Background: an optimization exercise with open tools, aiming at small area, a short achievable clock period and few clock cycles per item. Do not read the settings as production practice. In this exercise RTL edits were held to simulation tests only and were not proved equivalent to the original. Power figures rest on the tool's default switching activity, not on a simulated workload.

## run.sh

```bash
#!/bin/bash
# synth_recipe.tcl (not shown) runs the flow's synth.tcl, then flattens the netlist and writes it again
# the make line also repeats each setting of config.mk as NAME=value (left out here)
make -C /OpenROAD-flow-scripts/flow DESIGN_CONFIG=/design/flow/config.mk WORK_HOME=/design/flow/orfs CLKGATE_MAP_FILE= SYNTH_SCRIPT=/design/flow/synth_recipe.tcl finish
```

## config.mk

```make
export PLATFORM = sky130hd
export DESIGN_NAME = occupancy_box_and_mask_pack
export DESIGN_NICKNAME = occupancy_box_and_mask_pack
export VERILOG_FILES = /design/flow/design.v
export SDC_FILE = /design/flow/constraint.sdc
export NUM_CORES = 4
export LEC_CHECK = 0
export CAP_MARGIN = 20
export CORE_MARGIN = 2
export CORE_UTILIZATION = 40
export SLEW_MARGIN = 20
```

## constraint.sdc

```tcl
create_clock -name core_clock -period 4.5 [get_ports {i_clk}]
set_input_delay 0.9000 -clock core_clock [delete_from_list [all_inputs] [get_ports {i_clk}]]
set_output_delay 0.9000 -clock core_clock [all_outputs]
set_load 0.01 [all_outputs]
```

## design.v

```verilog
`default_nettype none
package obpk_pkg;
    localparam int MAP_W         = 64;
    localparam int ROW_STRIDE    = 8;
    localparam int GRID_SIDE_DEF = 8;
    localparam int TYPE_W  = 16;
    localparam int POS_W   = 3;
    localparam int SPAN_W  = 4;
    localparam int OFF_W   = 6;
    localparam int AREA_W  = 7;
    localparam int BYTES_W = 9;
    localparam logic [TYPE_W-1:0] NO_FLOAT_TYPE = 16'd2;
    function automatic logic [2:0] first_set(input logic [7:0] v);
        logic [3:0] nib;
        logic [1:0] pair;
        first_set[2] = ~|v[3:0];
        nib          = first_set[2] ? v[7:4] : v[3:0];
        first_set[1] = ~|nib[1:0];
        pair         = first_set[1] ? nib[3:2] : nib[1:0];
        first_set[0] = ~pair[0];
        if (v == 8'd0) first_set = 3'd0;
    endfunction
    function automatic logic [2:0] last_set(input logic [7:0] v);
        logic [3:0] nib;
        logic [1:0] pair;
        last_set[2] = |v[7:4];
        nib         = last_set[2] ? v[7:4] : v[3:0];
        last_set[1] = |nib[3:2];
        pair        = last_set[1] ? nib[3:2] : nib[1:0];
        last_set[0] = pair[1];
    endfunction
endpackage
`default_nettype wire
`default_nettype none
module obpk_pack (
    input  wire logic [obpk_pkg::MAP_W-1:0]   i_aligned,
    input  wire logic [obpk_pkg::SPAN_W-1:0]  i_width,
    input  wire logic                         i_keep,
    output logic      [obpk_pkg::MAP_W-1:0]   o_packed
);
    logic [8:1][obpk_pkg::MAP_W-1:0] at_width;
    for (genvar k = 1; k <= 8; k++) begin : g_w
        for (genvar r = 0; r < 8; r++) begin : g_row
            assign at_width[k][r*k +: k] = i_aligned[r*8 +: k];
        end
        if (k < 8) begin : g_pad
            assign at_width[k][obpk_pkg::MAP_W-1:8*k] = '0;
        end
    end
    always_comb begin
        o_packed = '0;
        for (int k = 1; k <= 8; k++) begin
            if (i_keep && i_width == obpk_pkg::SPAN_W'(k)) begin
                o_packed = o_packed | at_width[k];
            end
        end
    end
endmodule
`default_nettype wire
`default_nettype none
module occupancy_box_and_mask_pack (
    input  wire logic                                i_clk,
    input  wire logic                                i_rst_n,
    input  wire logic                                start,
    output logic                                     busy,
    input  wire logic [obpk_pkg::MAP_W-1:0]          i_occupancy,
    input  wire logic [obpk_pkg::TYPE_W-1:0]         i_liquid_type,
    output logic                                     o_strobe,
    output logic      [obpk_pkg::POS_W-1:0]          o_box_x,
    output logic      [obpk_pkg::POS_W-1:0]          o_box_z,
    output logic      [obpk_pkg::SPAN_W-1:0]         o_box_width,
    output logic      [obpk_pkg::SPAN_W-1:0]         o_box_height,
    output logic                                     o_all_filled,
    output logic                                     o_grid_empty,
    output logic                                     o_mask_present,
    output logic      [obpk_pkg::MAP_W-1:0]          o_packed_mask,
    output logic      [obpk_pkg::BYTES_W-1:0]        o_heightmap_bytes
);
    logic [7:0]                     n_rows;
    logic [7:0]                     n_cols;
    logic [obpk_pkg::POS_W-1:0]     n_lo_x;
    logic [obpk_pkg::POS_W-1:0]     n_lo_z;
    logic [obpk_pkg::SPAN_W-1:0]    n_hi_x;
    logic [obpk_pkg::SPAN_W-1:0]    n_hi_z;
    logic [obpk_pkg::MAP_W-1:0]     n_zmap;
    logic                           r_vld;
    logic [obpk_pkg::MAP_W-1:0]     r_zmap;
    logic [obpk_pkg::POS_W-1:0]     r_lo_x;
    logic [obpk_pkg::POS_W-1:0]     r_lo_z;
    logic [obpk_pkg::SPAN_W-1:0]    r_w;
    logic [obpk_pkg::SPAN_W-1:0]    r_h;
    logic                           r_any;
    logic                           r_full;
    logic                           r_depth_only;
    logic [obpk_pkg::MAP_W-1:0]     aligned;
    logic [obpk_pkg::AREA_W-1:0]    area;
    assign busy = 1'b0;
    for (genvar z = 0; z < 8; z++) begin : g_row
        assign n_rows[z] = |i_occupancy[z*8 +: 8];
    end
    assign n_cols = i_occupancy[7:0]   | i_occupancy[15:8]  | i_occupancy[23:16]
                  | i_occupancy[31:24] | i_occupancy[39:32] | i_occupancy[47:40]
                  | i_occupancy[55:48] | i_occupancy[63:56];
    assign n_lo_x = obpk_pkg::first_set(n_cols);
    assign n_lo_z = obpk_pkg::first_set(n_rows);
    assign n_hi_x = (|n_cols) ? {1'b0, obpk_pkg::last_set(n_cols)} + 4'd1 : 4'd0;
    assign n_hi_z = (|n_rows) ? {1'b0, obpk_pkg::last_set(n_rows)} + 4'd1 : 4'd0;
    assign n_zmap = i_occupancy >> {n_lo_z, 3'b000};
    always_ff @(posedge i_clk) begin
        if (!i_rst_n) begin
            r_vld <= 1'b0;
        end else begin
            r_vld <= start;
        end
        r_zmap       <= n_zmap;
        r_lo_x       <= n_lo_x;
        r_lo_z       <= n_lo_z;
        r_w          <= n_hi_x - {1'b0, n_lo_x};
        r_h          <= n_hi_z - {1'b0, n_lo_z};
        r_any        <= |n_rows;
        r_full       <= &i_occupancy;
        r_depth_only <= (i_liquid_type == obpk_pkg::NO_FLOAT_TYPE);
    end
    assign aligned = r_zmap >> r_lo_x;
    obpk_pack u_pack (
        .i_aligned (aligned),
        .i_width   (r_w),
        .i_keep    (~r_full),
        .o_packed  (o_packed_mask)
    );
    assign area = ({3'b000, r_w} + 7'd1) * ({3'b000, r_h} + 7'd1);
    assign o_strobe       = r_vld;
    assign o_box_x        = r_lo_x;
    assign o_box_z        = r_lo_z;
    assign o_box_width    = r_w;
    assign o_box_height   = r_h;
    assign o_all_filled   = r_full;
    assign o_grid_empty   = ~r_any;
    assign o_mask_present = r_any & ~r_full;
    assign o_heightmap_bytes = !r_any        ? '0 :
                               r_depth_only  ? {2'b00, area} :
                                               {area, 2'b00} + {2'b00, area};
endmodule
`default_nettype wire
```

==> metrics.yaml, run 1 <==
synthesis:
  ys_ff_latch: 82
  synth_compound_area_frac: 0.238
  ys_types: 68
  syn_nets: 1161
  synth_fa_ha_area_frac: 0.0638
  ys_seq_area_frac: 0.190
  synth_top_family_by_area: "multiplexers"
  synth_simple_gate_area_frac: 0.184
  postSynthAreaPerCell_sq_um: 8.29
  yosysWarnings: 2
  synth-xor-area-share: 0.0203
  synthCells: 1040
  synth_edf_count: 0
  async_flop_share: 0
  synth_mux_area_frac: 0.245
  synth-main-ff-cell: "dfxtp_1"
  synth_area_sq_um: 8620
clock_tree:
  cts_buffer_depth: 2
  cts_root_buf: "clkbuf_16"
  cts_max_level: 3
  clk_pin_slew_ps: 70
  cts_tree: "built"
  numCtsBuffers: 9
  clock-sinks: 82
sta:
  holdWs_ps: 1120
  final_max_slew_viol_count: 0
  finalHoldViolCount: 0
  finalCritPeriodShare: 1.21
  relSlewSlack: 0.457
  setup_tns_ps: -4200
  finalCriticalPeriod_ps: 5440
  fmax_mhz: 184
  rsz0062_at_grt: "true"
  setup_viol: 6
  finalWorstSetupSlack_ps: -941
  max_slew.worst_pin.slew_ps: 792
run_status:
  violatedChecks: "negative setup slack"
  outcome: "failed layout checks"
placed_design:
  numPlacedInstances: 1516
  dp_hpwl_um: 25900
  placed_cell_area_sq_um: 11300
  portBuffers: 173
  globalplace.congestion: 0.940
hold_path:
  hold_path.class: "input pin to register"
global_route:
  grt_max_degree: 66
  grt_overflow: 0
  grt_pass1_wl_um: 50500
  track_usage: 0.281
  grt_pass1_vias: 8920
  antenna_found_initial: 0
floorplan:
  start_util: 0.409
  chipHeight_um: 151
  floorplan.rows: 53
  coreArea_sq_um: 21100
  die_area_sq_um: 22700
  die_x_um: 151
  ioPinCount: 175
finish:
  final_area_sq_um: 11800
  area_growth_pct: 36.7
  drive_gt1_frac: 0.187
  layoutNonFillerInstCount: 1540
  diodes: 0
  nets: 1381
routing:
  routed_via_density: 6.08
  drc: 0
  drtIter0Drc: 863
  vias: 9366
  ant_nets: 0
  wl_um: 32800
  routedWlPerCell_um: 21.3
  dr.pass1.iters: 6
worst_setup_path:
  end_kind: "output port"
  worst_setup_path_start_kind: "register"
  cp_max_fo: 5
  crit_arrival_ps: 4540
  worstPathRequired_ps: 3600
  worstSetupPathType: "register to output port"
run:
  drv_cap: 0
power_and_ir_drop:
  power_density_nw_per_um2: 177
  power.total_mw: 2.09
  vdd_drop_max_mv: 0.178
  p_leak_nw: 4.50
[layout by cell type, fill, tap and decap left out, types with 14 or more instances in the layout]
master	synthesis	final
a21o_1	15	15
mux2_2	24	24
a21oi_1	58	53
nor2b_1	14	14
nand4_1	24	24
mux2i_1	147	146
o221ai_1	27	27
nor4_1	35	35
inv_1	24	21
o22ai_1	59	59
clkdlybuf4s50_1	0	167
o21ai_0	38	37
mux4_2	15	15
nand2_1	69	69
nor2_1	75	75
a211oi_1	27	25
buf_4	4	110
and2_1	28	27
dfxtp_1	82	74
ha_1	28	18
[through the flow]
| stage | worst slack [ps] | utilization |
|---|---|---|
| 2_1_floorplan | -605 | - |
| 3_3_place_gp | -981 | 0.534 |
| 3_5_place_dp | -1030 | 0.534 |
| 4_1_cts | -900 | 0.554 |
| 5_1_grt | -1160 | 0.559 |
| 6_report | -941 | 0.559 |
[power breakdown]
group          internal [mW]  total, mW  switching [mW]
clock                  0.418      0.717           0.299
sequential             0.755      0.781          0.0259
combinational          0.294      0.591           0.297
[layout make-up]
class / instances / area, sq um
Inverter: 29 / 109
Timing Repair Buffer: 288 / 2610
Clock buffer: 10 / 250
Multi-Input combinational cell: 850 / 6750
Clock inverter: 6 / 53.8
Sequential cell: 82 / 1670
Tap cell: 275 / 344
Fill cell: 1987 / 9300
[sequential cells by signal (all words and copies together) (netlist names)]
signal and count:
r_vld 1, r_full 1, r_any 1, r_lo_x 3
r_zmap 64, r_depth_only 1, r_h 4, r_lo_z 3
r_w 4
[critical path: stages (launching register included)]
cell and delay, ps:
dfxtp_4 380, nand3_1 120, xnor2_2 210, nand2_1 110
fa_1 550, fa_1 430, fa_1 500, inv_2 50
ha_4 210, a21o_1 200, a21oi_4 120, xnor2_1 140
xnor2_1 150, xnor2_1 170, ha_1 300, a21oi_1 140
nor2b_1 70, xnor2_1 120, nor2_1 100, buf_2 130
[routing by layer]
layer / vias to the layer above / global-route usage / wire [um]
li1: 4449 / - / -
met1: 4383 / 0.412 / 15300
met2: 469 / 0.437 / 14300
met3: 65 / 0.0193 / 2060
met4: 0 / 0.100 / 1140
met5: - / 0 / 0
[worst paths after layout]
kind                  slack, ps  cells after the start                    to    from
worst max-delay path       -940                     19  o_heightmap_bytes[8]  r_h[2]
worst min-delay path       1120                      2                 r_vld   start
[repair_timing]
action	4_1_cts	5_1_grt
pin swaps	22	15
buffers inserted	4	4
resized for setup	43	12
cloned	0	0
endpoints found under the setup margin	6	7
hold buffers	0	0
[cell usage after synthesis (10+ instances only)]
cell type	instances	area, sq um
nor2_1	75	282
clkbuf_1	35	131
o22a_1	10	87.6
buf_2	24	120
nand3_1	11	55.1
o21ai_0	38	190
nand4_1	24	150
nor4_1	35	219
and2_1	28	175
fa_1	10	200
inv_1	24	90.1
nand2_1	69	259
o22ai_1	59	369
mux4_2	15	338
a21oi_1	58	290
buf_1	11	41.3
o221ai_1	27	236
a211oi_1	27	203
dfxtp_1	82	1640
a21o_1	15	113
ha_1	28	350
nor2b_1	14	87.6
mux2_2	24	270
xnor2_1	15	131
mux2i_1	147	1470
[cells by family after synthesis]
| logic type | after synthesis |
|---|---|
| xor gates and xnor gates | 20 |
| muxes | 189 |
| adders and majority gates | 38 |
| buffers and inverters | 108 |
| DFF | 82 |
| and+or+nand+nor | 302 |
| AOI/OAI and AO/OA | 300 |
| other | 1 |
Testbench counts, summed over its fixed seeds: cycles 16,008, items 16,000.
==> run 2: changes to the inputs <==
--- a/design.v
+++ b/design.v
@@ -28,6 +28,27 @@
         last_set[1] = |nib[3:2];
         pair        = last_set[1] ? nib[3:2] : nib[1:0];
         last_set[0] = pair[1];
+    endfunction
+    function automatic logic [3:0] span(input logic [2:0] lo, input logic [2:0] hi);
+        span = '0;
+        for (int i = 0; i < 8; i++) begin
+            for (int j = i; j < 8; j++) begin
+                if (lo == 3'(i) && hi == 3'(j)) span = span | 4'(j - i + 1);
+            end
+        end
+    endfunction
+    function automatic logic [8:0] heightmap_bytes(input logic [3:0] w,
+                                                    input logic [3:0] h,
+                                                    input logic       depth_only);
+        heightmap_bytes = '0;
+        for (int i = 1; i <= 8; i++) begin
+            for (int j = 1; j <= 8; j++) begin
+                if (w == 4'(i) && h == 4'(j)) begin
+                    heightmap_bytes = heightmap_bytes
+                        | (depth_only ? 9'((i + 1) * (j + 1)) : 9'((i + 1) * (j + 1) * 5));
+                end
+            end
+        end
     endfunction
 endpackage
 `default_nettype wire
@@ -80,20 +101,19 @@
     logic [7:0]                     n_cols;
     logic [obpk_pkg::POS_W-1:0]     n_lo_x;
     logic [obpk_pkg::POS_W-1:0]     n_lo_z;
-    logic [obpk_pkg::SPAN_W-1:0]    n_hi_x;
-    logic [obpk_pkg::SPAN_W-1:0]    n_hi_z;
     logic [obpk_pkg::MAP_W-1:0]     n_zmap;
     logic                           r_vld;
     logic [obpk_pkg::MAP_W-1:0]     r_zmap;
     logic [obpk_pkg::POS_W-1:0]     r_lo_x;
     logic [obpk_pkg::POS_W-1:0]     r_lo_z;
-    logic [obpk_pkg::SPAN_W-1:0]    r_w;
-    logic [obpk_pkg::SPAN_W-1:0]    r_h;
+    logic [obpk_pkg::POS_W-1:0]     r_hi_x;
+    logic [obpk_pkg::POS_W-1:0]     r_hi_z;
     logic                           r_any;
     logic                           r_full;
     logic                           r_depth_only;
+    logic [obpk_pkg::SPAN_W-1:0]    w;
+    logic [obpk_pkg::SPAN_W-1:0]    h;
     logic [obpk_pkg::MAP_W-1:0]     aligned;
-    logic [obpk_pkg::AREA_W-1:0]    area;
     assign busy = 1'b0;
     for (genvar z = 0; z < 8; z++) begin : g_row
         assign n_rows[z] = |i_occupancy[z*8 +: 8];
@@ -103,8 +123,6 @@
                   | i_occupancy[55:48] | i_occupancy[63:56];
     assign n_lo_x = obpk_pkg::first_set(n_cols);
     assign n_lo_z = obpk_pkg::first_set(n_rows);
-    assign n_hi_x = (|n_cols) ? {1'b0, obpk_pkg::last_set(n_cols)} + 4'd1 : 4'd0;
-    assign n_hi_z = (|n_rows) ? {1'b0, obpk_pkg::last_set(n_rows)} + 4'd1 : 4'd0;
     assign n_zmap = i_occupancy >> {n_lo_z, 3'b000};
     always_ff @(posedge i_clk) begin
         if (!i_rst_n) begin
@@ -115,30 +133,29 @@
         r_zmap       <= n_zmap;
         r_lo_x       <= n_lo_x;
         r_lo_z       <= n_lo_z;
-        r_w          <= n_hi_x - {1'b0, n_lo_x};
-        r_h          <= n_hi_z - {1'b0, n_lo_z};
+        r_hi_x       <= obpk_pkg::last_set(n_cols);
+        r_hi_z       <= obpk_pkg::last_set(n_rows);
         r_any        <= |n_rows;
         r_full       <= &i_occupancy;
         r_depth_only <= (i_liquid_type == obpk_pkg::NO_FLOAT_TYPE);
     end
+    assign w = r_any ? obpk_pkg::span(r_lo_x, r_hi_x) : 4'd0;
+    assign h = r_any ? obpk_pkg::span(r_lo_z, r_hi_z) : 4'd0;
     assign aligned = r_zmap >> r_lo_x;
     obpk_pack u_pack (
         .i_aligned (aligned),
-        .i_width   (r_w),
+        .i_width   (w),
         .i_keep    (~r_full),
         .o_packed  (o_packed_mask)
     );
-    assign area = ({3'b000, r_w} + 7'd1) * ({3'b000, r_h} + 7'd1);
     assign o_strobe       = r_vld;
     assign o_box_x        = r_lo_x;
     assign o_box_z        = r_lo_z;
-    assign o_box_width    = r_w;
-    assign o_box_height   = r_h;
+    assign o_box_width    = w;
+    assign o_box_height   = h;
     assign o_all_filled   = r_full;
     assign o_grid_empty   = ~r_any;
     assign o_mask_present = r_any & ~r_full;
-    assign o_heightmap_bytes = !r_any        ? '0 :
-                               r_depth_only  ? {2'b00, area} :
-                                               {area, 2'b00} + {2'b00, area};
+    assign o_heightmap_bytes = obpk_pkg::heightmap_bytes(w, h, r_depth_only);
 endmodule
 `default_nettype wire
==> flow/run.sh (new file) <==
#!/bin/bash
# Standard layout, with plain buffers on the ports instead of the
# delay-cell buffers that buffer_ports picks on its own.
set -euo pipefail
export BUFFER_PORTS_ARGS="-buffer_cell sky130_fd_sc_hd__buf_2"
bash standard.sh > standard_flow.log 2>&1
==> standard.sh (new file) <==
#!/bin/bash
# synth_recipe.tcl (not shown) runs the flow's synth.tcl, then flattens the netlist and writes it again
# the make line also repeats each setting of config.mk as NAME=value (left out here)
make -C /OpenROAD-flow-scripts/flow DESIGN_CONFIG=/design/flow/config.mk WORK_HOME=/design/flow/orfs CLKGATE_MAP_FILE= SYNTH_SCRIPT=/design/flow/synth_recipe.tcl "${@:-finish}"
removed: run.sh
==> run 2 against run 1 <==
Against the previous run: now clean on timing, DRC and antenna; design area down 13%; combinational power is 27% lower; routed wire length increased by 6.4%; largest cell class unchanged; largest power group is now clock.
==> metrics.yaml, run 2 <==
synthesis:
  synthCells: 1100
  postSynthAreaPerCell_sq_um: 7.89
  ys_seq_area_frac: 0.185
  syn_nets: 1183
  synth-main-ff-cell: "dfxtp_1"
  yosysTopAreaCellShare: 0.185
  synth_most_common_cell: "mux2i_1"
  synth_largest_area_cell: "dfxtp_1"
  async_flop_share: 0
  ys_ff_latch: 80
  synth_area_sq_um: 8680
  ys_types: 70
  yosysWarnings: 2
  synth.area.top_cells: "dfxtp_1, mux2i_1, mux4_2"
  synth_commonest_cells: "mux2i_1, nor2_1, nand2_1"
  synth_edf_count: 0
sta:
  fmax_mhz: 235
  finalHoldViolCount: 0
  finalCritPeriodShare: 0.945
  holdWs_ps: 765
  setup_tns_ps: 0
  final_max_slew_viol_count: 0
  finalCriticalPeriod_ps: 4250
  relSlewSlack: 0.393
  max_slew.worst_pin.slew_ps: 886
  rsz0062_at_grt: "false"
  setup_viol: 0
power_and_ir_drop:
  p_switching_mw: 0.581
  pwr-share-comb: 0.210
  power_density_nw_per_um2: 200
  p_leak_nw: 3.75
  vdd_drop_max_mv: 0.204
  intPower_mw: 1.46
  power.total_mw: 2.04
  swShare: 0.285
  seq_power_share: 0.378
  clockPowerShare: 0.412
finish:
  regMostFlops: "r_zmap"
  nets: 1322
  regArea_sq_um: 1610
  area_growth_pct: 17.8
  largest_register_ffs: 64
  diodes: 0
  most-common-layout-cells: "buf_2, mux2i_1, nor2_1, nand2_1, dfxtp_1"
  final_common_cell: "buf_2"
  multi_input_area_sq_um: 6630
  drive_gt1_frac: 0.252
  final_area_sq_um: 10200
  fillers: 2091
clock_tree:
  ctsHoldBuffers: 0
  numCtsBuffers: 9
  cts_root_buf: "clkbuf_16"
  cts_buffer_depth: 2
  cts_max_level: 3
  cts_tree: "built"
  clock-sinks: 80
  clk_pin_slew_ps: 60
global_route:
  met1_usage: 0.430
  grt_util_met2: 0.439
  grt_pass1_vias: 8912
  track_usage: 0.291
  grt_pass1_wl_um: 52000
  grt.busiest_layer: "met2"
  grt_max_degree: 68
  antenna_found_initial: 0
  grt_overflow: 0
  met3_usage: 0.0322
floorplan:
  die_area_sq_um: 22900
  start_util: 0.410
  floorplan.rows: 53
  ioPinCount: 175
  coreArea_sq_um: 21200
  chipHeight_um: 151
  die_x_um: 151
routing:
  routed_via_density: 6.74
  drtIter0Drc: 1363
  dr.pass1.iters: 6
  vias: 10200
  drc: 0
  ant_nets: 0
  wl_um: 34900
  routedWlPerCell_um: 23.0
placed_design:
  globalplace.congestion: 1.03
  placed_cell_area_sq_um: 9860
  portBuffers: 173
  dp_hpwl_um: 26400
worst_setup_path:
  crit_arrival_ps: 3350
  worst_setup_path_start_kind: "register"
  crit_path_max_incr_delay_ps: 680
  worstPathRequired_ps: 3600
  slowest_stage: "mux2i_1"
  end_kind: "output port"
  worstSetupPathType: "register to output port"
  cp_max_fo: 40
  path_cells: "buf_4, mux4_2, mux2i_1, o21ai_0, nor3_1, o221ai_1, buf_2"
hold_path:
  hold_path.class: "input pin to register"
run:
  drv_cap: 0
run_status:
  outcome: "complete, no violations"
-- run 2: cell types whose count changed in the layout (fill, tap and decap cells not counted), sizes merged, moves of 12 or more --
cell,previous run,this run
clkdlybuf4s50,167,0
buf,121,218
mux2i,147,118
ha,28,0
nor3,9,35
nor2,76,101
mux4,15,38
o21ai,45,65
inv,33,14
o22ai,59,75
nand2,71,84
or4,2,15
and2,28,16
-- run 2: cells by family (layout without fill, tap and decap cells) --
group	count (synthesis)	in the layout	synth area share
AND/OR/NAND/NOR	390	390	0.227
AO/OA/AOI/OAI	345	345	0.269
multiplexers	176	176	0.261
buffers and inverters	104	248	0.0541
flip-flops	80	80	0.185
XOR/XNOR	4	4	0.00404
other	1	1	0.000432
-- run 2: worst paths after layout --
check / end / from / cells after the start
worst max-delay path: o_packed_mask[15] / r_lo_x[1] / 7
worst min-delay path: r_vld / start / 2
-- run 2: layer usage --
metal / vias to the layer above / share of wire
li1: 4615 / -
met2: 714 / 0.43
met1: 4806 / 0.44
met5: - / 0
met3: 107 / 0.10
met4: 0 / 0.032
-- run 2: power by group through the flow --
stage          clock network, mW  logic [mW]  registers (mW)
2_1_floorplan                  0       0.221           0.772
3_3_place_gp                   0       0.415           0.784
3_5_place_dp                   0       0.414           0.785
4_1_cts                    0.852       0.416           0.770
5_1_grt                    0.875       0.455           0.774
6_report                   0.840       0.429           0.770
-- run 2: layout make-up --
cell class,count,area share
Clock inverter,7,0.0121
Sequential cell,80,0.158
Inverter,14,0.00514
Timing Repair Buffer,218,0.120
Tap cell,275,0.0337
Clock buffer,9,0.0220
Multi-Input combinational cell,916,0.649
-- run 2: critical path: cells and delay by family, from the launching register on --
family | cells | cell delay, ps
muxes | 2 | 1220
DFF | 1 | 670
buffers and inverters | 2 | 480
AOI/OAI and AO/OA | 2 | 330
and+or+nand+nor | 1 | 290
-- run 2: metrics by stage --
stage | utilization | setup WS, ps | instances
floorplan | - | 934 | 1100
global placement | 0.466 | 512 | 1503
detailed placement | 0.466 | 540 | 1503
CTS | 0.482 | 172 | 1519
global route | 0.483 | 45.6 | 1519
finish | 0.483 | 249 | 1519
-- run 2: what timing repair did --
item / 4_1_cts / 5_1_grt
setup endpoints to repair: 0 / 15
buffers inserted: 0 / 0
gates resized for setup: 0 / 1
Testbench counts of run 2, summed over its fixed seeds: cycles 16,008, items 16,000.
==> run 3: changes to the inputs <==
--- a/config.mk
+++ b/config.mk
@@ -8,4 +8,6 @@
 export CAP_MARGIN = 20
 export CORE_MARGIN = 2
 export CORE_UTILIZATION = 40
+export SETUP_SLACK_MARGIN = 1.5
 export SLEW_MARGIN = 20
+export TNS_END_PERCENT = 5
==> run 3 against run 2 <==
Against the previous run: routed wire length grew 8.1%; clock-buffer cell count is 1 higher; die area did not move; design area rose by 13%; utilization grew 6.4 points; via count rose by 3.5%; combinational power increased by 9.3%; area after synthesis unchanged; global-route usage increased by 3.2 points; cell count grew 3.8%; largest power group unchanged.
==> metrics.yaml, run 3 <==
power_and_ir_drop:
  intPower_mw: 1.44
  vdd_drop_max_mv: 0.209
  p_switching_mw: 0.595
  power_density_nw_per_um2: 176
  seq_power_share: 0.379
  pwr-share-comb: 0.231
  clockPowerShare: 0.390
  swShare: 0.293
  p_leak_nw: 4.36
global_route:
  grt_overflow: 0
  grt_pass1_wl_um: 57400
  track_usage: 0.323
  grt_max_degree: 68
  grt_pass1_vias: 9730
  antenna_found_initial: 0
synthesis:
  yosysWarnings: 2
  yosysTopAreaCellShare: 0.185
  syn_nets: 1183
  postSynthAreaPerCell_sq_um: 7.89
  ys_ff_latch: 80
  ys_seq_area_frac: 0.185
  synth_largest_area_cell: "dfxtp_1"
  synth_area_sq_um: 8680
  synth-main-ff-cell: "dfxtp_1"
  synth_commonest_cells: "mux2i_1, nor2_1, nand2_1"
  async_flop_share: 0
  synthCells: 1100
  synth_most_common_cell: "mux2i_1"
  synth_edf_count: 0
  ys_types: 70
  synth.area.top_cells: "dfxtp_1, mux2i_1, mux4_2"
sta:
  setup_viol: 0
  final_max_slew_viol_count: 0
  finalWorstSetupSlack_ps: 1000
  finalHoldViolCount: 0
  relSlewSlack: 0.489
  finalCritPeriodShare: 0.778
  setup_tns_ps: 0
  finalCriticalPeriod_ps: 3500
  max_slew.worst_pin.slew_ps: 759
  rsz0062_at_grt: "true"
  fmax_mhz: 286
finish:
  final_common_cell: "buf_2"
  layoutNonFillerInstCount: 1576
  drive_gt1_frac: 0.361
  fillers: 2003
  regMostFlops: "r_zmap"
  largest_register_ffs: 64
  area_growth_pct: 33.4
  final_area_sq_um: 11600
  diodes: 0
  most-common-layout-cells: "buf_2, nor2_1, mux2i_1, nand2_1"
  nets: 1379
worst_setup_path:
  worstPathRequired_ps: 3600
  worstSetupPathType: "register to output port"
  worst_setup_path_start_kind: "register"
  crit_arrival_ps: 2600
  end_kind: "output port"
  cp_max_fo: 9
placed_design:
  portBuffers: 173
  dp_hpwl_um: 26800
  pre_cts_ws_ps: 499
  globalplace.congestion: 0.948
  placed_cell_area_sq_um: 9960
  numPlacedInstances: 1496
routing:
  ant_nets: 0
  routed_via_density: 6.73
  drtIter0Drc: 1019
  drc: 0
  routedWlPerCell_um: 23.9
  dr.pass1.iters: 6
  vias: 10600
  wl_um: 37700
floorplan:
  start_util: 0.410
  chipHeight_um: 151
  die_area_sq_um: 22900
  die_x_um: 151
  coreArea_sq_um: 21200
  ioPinCount: 175
  floorplan.rows: 53
clock_tree:
  cts_root_buf: "clkbuf_16"
  cts_max_level: 3
  cts_tree: "built"
  clk_pin_slew_ps: 70
  numCtsBuffers: 9
  ctsHoldBuffers: 0
  cts_buffer_depth: 2
  clock-sinks: 80
hold_path:
  hold_path.class: "input pin to register"
run:
  drv_cap: 0
run_status:
  outcome: "complete, no violations"
run 3: cell counts after synthesis:
No cell type changed its count.
run 3: area by class of cell:
class / count / area [sq um] / share of cell area
timing repair buffer: 275 / 1930 / 0.167
tap: 275 / 344 / 0.0297
clock inverter: 6 / 90.1 / 0.00778
clock buffer: 10 / 239 / 0.0206
sequential: 80 / 1630 / 0.141
inverter: 14 / 67.6 / 0.00584
multi-input combinational: 916 / 7270 / 0.628
run 3: power by group through the flow:
| stage | Combinational [mW] | Sequential, mW | Clock [mW] |
|---|---|---|---|
| final | 0.469 | 0.771 | 0.792 |
| after global routing | 0.499 | 0.774 | 0.832 |
| after CTS | 0.448 | 0.769 | 0.797 |
| after detailed placement | 0.419 | 0.788 | 0 |
| after global placement | 0.419 | 0.786 | 0 |
| after floorplan | 0.232 | 0.772 | 0 |
run 3: path summary, 6_finish.rpt:
kind / startpoint / end / slack (ps) / cells past startpoint
worst max-delay path: r_lo_x[2] / o_heightmap_bytes[0] / 1000 / 8
worst min-delay path: start / r_vld / 760 / 2
run 3: per-layer routing:
layer | vias up | global-route usage | share of wire
li1 | 4757 | - | -
met1 | 5032 | 0.463 | 0.43
met2 | 711 | 0.492 | 0.45
met3 | 102 | 0.0503 | 0.093
met4 | 0 | 0.111 | 0.032
met5 | - | 0 | 0
run 3: logic make-up (layout without fill, tap and decap cells):
kind of cell,Yosys count,count (layout),synth area share
AOI/OAI and AO/OA,345,345,0.269
buffers and inverters,104,305,0.0541
muxes,176,176,0.261
other,1,1,0.000432
and+or+nand+nor,390,390,0.227
xor gates and xnor gates,4,4,0.00404
DFF,80,80,0.185
run 3: timing repair:
| item | 4_1_cts | 5_1_grt |
|---|---|---|
| pin swaps | 20 | 12 |
| resized for setup | 125 | 32 |
| setup buffers | 54 | 5 |
| setup endpoints to repair | 139 | 137 |
| cloned | 5 | 0 |
run 3: per-stage QoR:
| stage | total power, mW | hold slack, ps | util |
|---|---|---|---|
| 4_1_cts | 2.01 | 751 | 0.539 |
| 5_1_grt | 2.10 | 749 | 0.547 |
| 6_report | 2.03 | 757 | 0.547 |
| 3_5_place_dp | 1.21 | 1110 | 0.471 |
| 3_3_place_gp | 1.21 | 1100 | 0.471 |
| 2_1_floorplan | 1.00 | 993 | - |
run 3: worst max-delay path: stages, from the launching register on:
cell,delay (ps)
dfxtp_4,410
nand2b_4,220
mux2i_4,320
o32ai_4,190
buf_4,220
nor2_1,170
o22ai_2,110
or4_1,460
buf_2,150
==> run 4: changes to the inputs <==
==> run.sh (new file) <==
#!/bin/bash
# synth_recipe.tcl (not shown) runs the flow's synth.tcl, then flattens the netlist and writes it again
# the make line also repeats each setting of config.mk as NAME=value (left out here)
make -C /OpenROAD-flow-scripts/flow DESIGN_CONFIG=/design/flow/config.mk WORK_HOME=/design/flow/orfs CLKGATE_MAP_FILE= SYNTH_SCRIPT=/design/flow/synth_recipe.tcl finish
--- a/config.mk
+++ b/config.mk
@@ -8,6 +8,4 @@
 export CAP_MARGIN = 20
 export CORE_MARGIN = 2
 export CORE_UTILIZATION = 40
-export SETUP_SLACK_MARGIN = 1.5
 export SLEW_MARGIN = 20
-export TNS_END_PERCENT = 5
removed: flow/run.sh
removed: standard.sh
==> run 4 against run 3 <==
Against the previous run: non-clock buffer count is 28 lower; power is 0.17% lower; sequential cell count stayed put; setup slack worse by 740 ps; critical endpoint is now o_heightmap_bytes[6]; largest power group is now registers.
==> metrics.yaml, run 4 <==
synthesis:
  synthCells: 1100
  synth.area.top_cells: "dfxtp_1, mux2i_1, mux4_2"
  synth_largest_area_cell: "dfxtp_1"
  synth-main-ff-cell: "dfxtp_1"
  synth_commonest_cells: "mux2i_1, nor2_1, nand2_1"
  synth_most_common_cell: "mux2i_1"
  yosysWarnings: 2
  ys_ff_latch: 80
  synth_edf_count: 0
  ys_types: 70
  yosysTopAreaCellShare: 0.185
  async_flop_share: 0
  ys_seq_area_frac: 0.185
  postSynthAreaPerCell_sq_um: 7.89
  synth_area_sq_um: 8680
  syn_nets: 1183
run_status:
  outcome: "complete, no violations"
floorplan:
  coreArea_sq_um: 21200
  chipHeight_um: 151
  start_util: 0.410
  die_x_um: 151
  die_area_sq_um: 22900
  floorplan.rows: 53
  ioPinCount: 175
clock_tree:
  numCtsBuffers: 9
  cts_max_level: 3
  ctsHoldBuffers: 0
  clk_pin_slew_ps: 70
  cts_setup_buffers: 0
  cts_buffer_depth: 2
  cts_tree: "built"
  cts_root_buf: "clkbuf_16"
  clock-sinks: 80
sta:
  relSlewSlack: 0.413
  max_slew.worst_pin.slew_ps: 873
  final_max_slew_viol_count: 0
  finalCriticalPeriod_ps: 4240
  finalHoldViolCount: 0
  rsz0062_at_grt: "false"
  fmax_mhz: 236
  setup_tns_ps: 0
  finalCritPeriodShare: 0.943
  finalWorstSetupSlack_ps: 256
  setup_viol: 0
routing:
  routedWlPerCell_um: 22.7
  wl_um: 35100
  dr.pass1.iters: 7
  vias: 10200
  routed_via_density: 6.58
  drc: 0
  drtIter0Drc: 961
  ant_nets: 0
hold_path:
  hold_path.class: "input pin to register"
  worstHoldPathCells: 2
  hold_path.startpoint: "start"
  hold_path_end: "r_vld"
placed_design:
  dp_hpwl_um: 27200
  placed_cell_area_sq_um: 11000
  portBuffers: 173
  pre_cts_ws_ps: 306
  globalplace.congestion: 1.05
finish:
  largest_register_ffs: 64
  drive_gt1_frac: 0.137
  nets: 1351
  area_growth_pct: 30.5
  regMostFlops: "r_zmap"
  diodes: 0
  most-common-layout-cells: "clkdlybuf4s50_1, mux2i_1, nor2_1, nand2_1, dfxtp_1"
  final_area_sq_um: 11300
  final_common_cell: "clkdlybuf4s50_1"
power_and_ir_drop:
  vdd_drop_max_mv: 0.193
  power_density_nw_per_um2: 179
  p_leak_nw: 3.87
global_route:
  track_usage: 0.301
  antenna_found_initial: 0
  grt_max_degree: 71
  grt_overflow: 0
  grt_pass1_wl_um: 53500
  grt_pass1_vias: 9145
worst_setup_path:
  end_kind: "output port"
  worstPathRequired_ps: 3600
  cp_max_fo: 8
  path_buf_inv: 2
  crit_path_max_incr_delay_ps: 510
  worst_setup_path_start_kind: "register"
  worstSetupPathType: "register to output port"
  crit_arrival_ps: 3340
  crit_family: "simple AND/OR/NAND/NOR gates"
  slowest_stage: "clkdlybuf4s50_1"
  path_cells: "nand2b_1, o21ai_1, or2_2, clkinv_1, mux2_2, a32o_1, nor3_1, o211ai_1, clkdlybuf4s50_1"
run:
  drv_cap: 0
## run 4: cell counts after synthesis
Identical to the previous run, type by type.
## run 4: routing by layer
layer | vias up | wire (um) | GRT usage
li1 | 4688 | - | -
met1 | 4769 | 15600 | 0.437
met2 | 638 | 15300 | 0.464
met3 | 90 | 3020 | 0.0295
met4 | 0 | 1210 | 0.105
met5 | - | 0 | 0
## run 4: logic make-up after synthesis
family / count (synthesis) / synth area share
AOI/OAI and AO/OA: 345 / 0.269
xor gates and xnor gates: 4 / 0.00404
buffers and inverters: 104 / 0.0541
DFF: 80 / 0.185
muxes: 176 / 0.261
other: 1 / 0.000432
and+or+nand+nor: 390 / 0.227
## run 4: area by class of cell
cell class / instances / area [sq um]
clock buffer: 9 / 225
clock inverter: 7 / 87.6
fill: 2026 / 9830
inverter: 14 / 52.6
multi-input combinational: 916 / 6650
sequential: 80 / 1610
tap: 275 / 344
timing repair buffer: 247 / 2350
## run 4: how the worst max path moves through the flow
stage	slack, ps	start	to	depth (start not counted)
2_1_floorplan	930	r_lo_x[0]	o_packed_mask[31]	7
3_3_place_gp	330	i_occupancy[41]	r_zmap[3]	9
3_5_place_dp	310	i_occupancy[52]	r_zmap[34]	10
4_1_cts	160	r_hi_z[0]	o_heightmap_bytes[5]	9
5_1_grt	30	r_lo_x[0]	o_packed_mask[6]	10
6_report	260	r_hi_z[1]	o_heightmap_bytes[6]	9
## run 4: power breakdown
group	switching, mW	internal [mW]	leakage, nW
Clock	0.304	0.442	0.154
Combinational	0.255	0.256	3.05
Sequential	0.0320	0.740	0.672
Total	0.591	1.44	3.87
## run 4: stage by stage
stage | power, mW | hold WS [ps] | instances | util
after detailed placement | 1.29 | 1470 | 1532 | 0.519
after floorplan | 0.994 | 993 | 1100 | -
final | 2.03 | 1120 | 1548 | 0.535
after global routing | 2.11 | 1120 | 1548 | 0.535
after CTS | 2.03 | 1110 | 1548 | 0.534
after global placement | 1.29 | 1470 | 1532 | 0.519
## run 4: repair_timing
item / 4_1_cts / 5_1_grt
setup endpoints to repair: 0 / 7
resized for setup: 0 / 7
endpoints found under the hold margin: 0 / 0

-- re-timing with driven ports --
The flow's constraints put no driver on any port. The routed layouts listed below were extracted and timed again, unchanged, in two steps.
Step 1, drivers: a clkbuf_16 drives i_clk and a buf_2 each remaining input, both assumed.
Step 2 adds t to the input delays and takes it off the output delays; t is the mean of the earliest and latest rising clock arrival at the registers after step 1. Input paths then give back, and output paths get back, about the clock's delay inside the block.
a / b / c = no drivers / after step 1 / after step 2; a / b = the first two.
run | shift t [ns] | setup WS [ns] | latest minus earliest clock arrival (ns) | worst slew at a driven data input, ns
run 1 | 0.370 | -0.941 / -0.985 / -0.614 | 0.012 / 0.011 | 0.04
run 2 | 0.372 | 0.249 / 0.208 / 0.505 | 0.011 / 0.011 | 0.03
run 3 | 0.372 | 1.000 / 0.960 / 0.664 | 0.012 / 0.012 | 0.03
run 4 | 0.374 | 0.256 / 0.216 / 0.146 | 0.012 / 0.012 | 0.05
For run 3, which loses most, drivers alone change the setup slack by -0.040 ns; drivers and shift together by -0.336 ns.
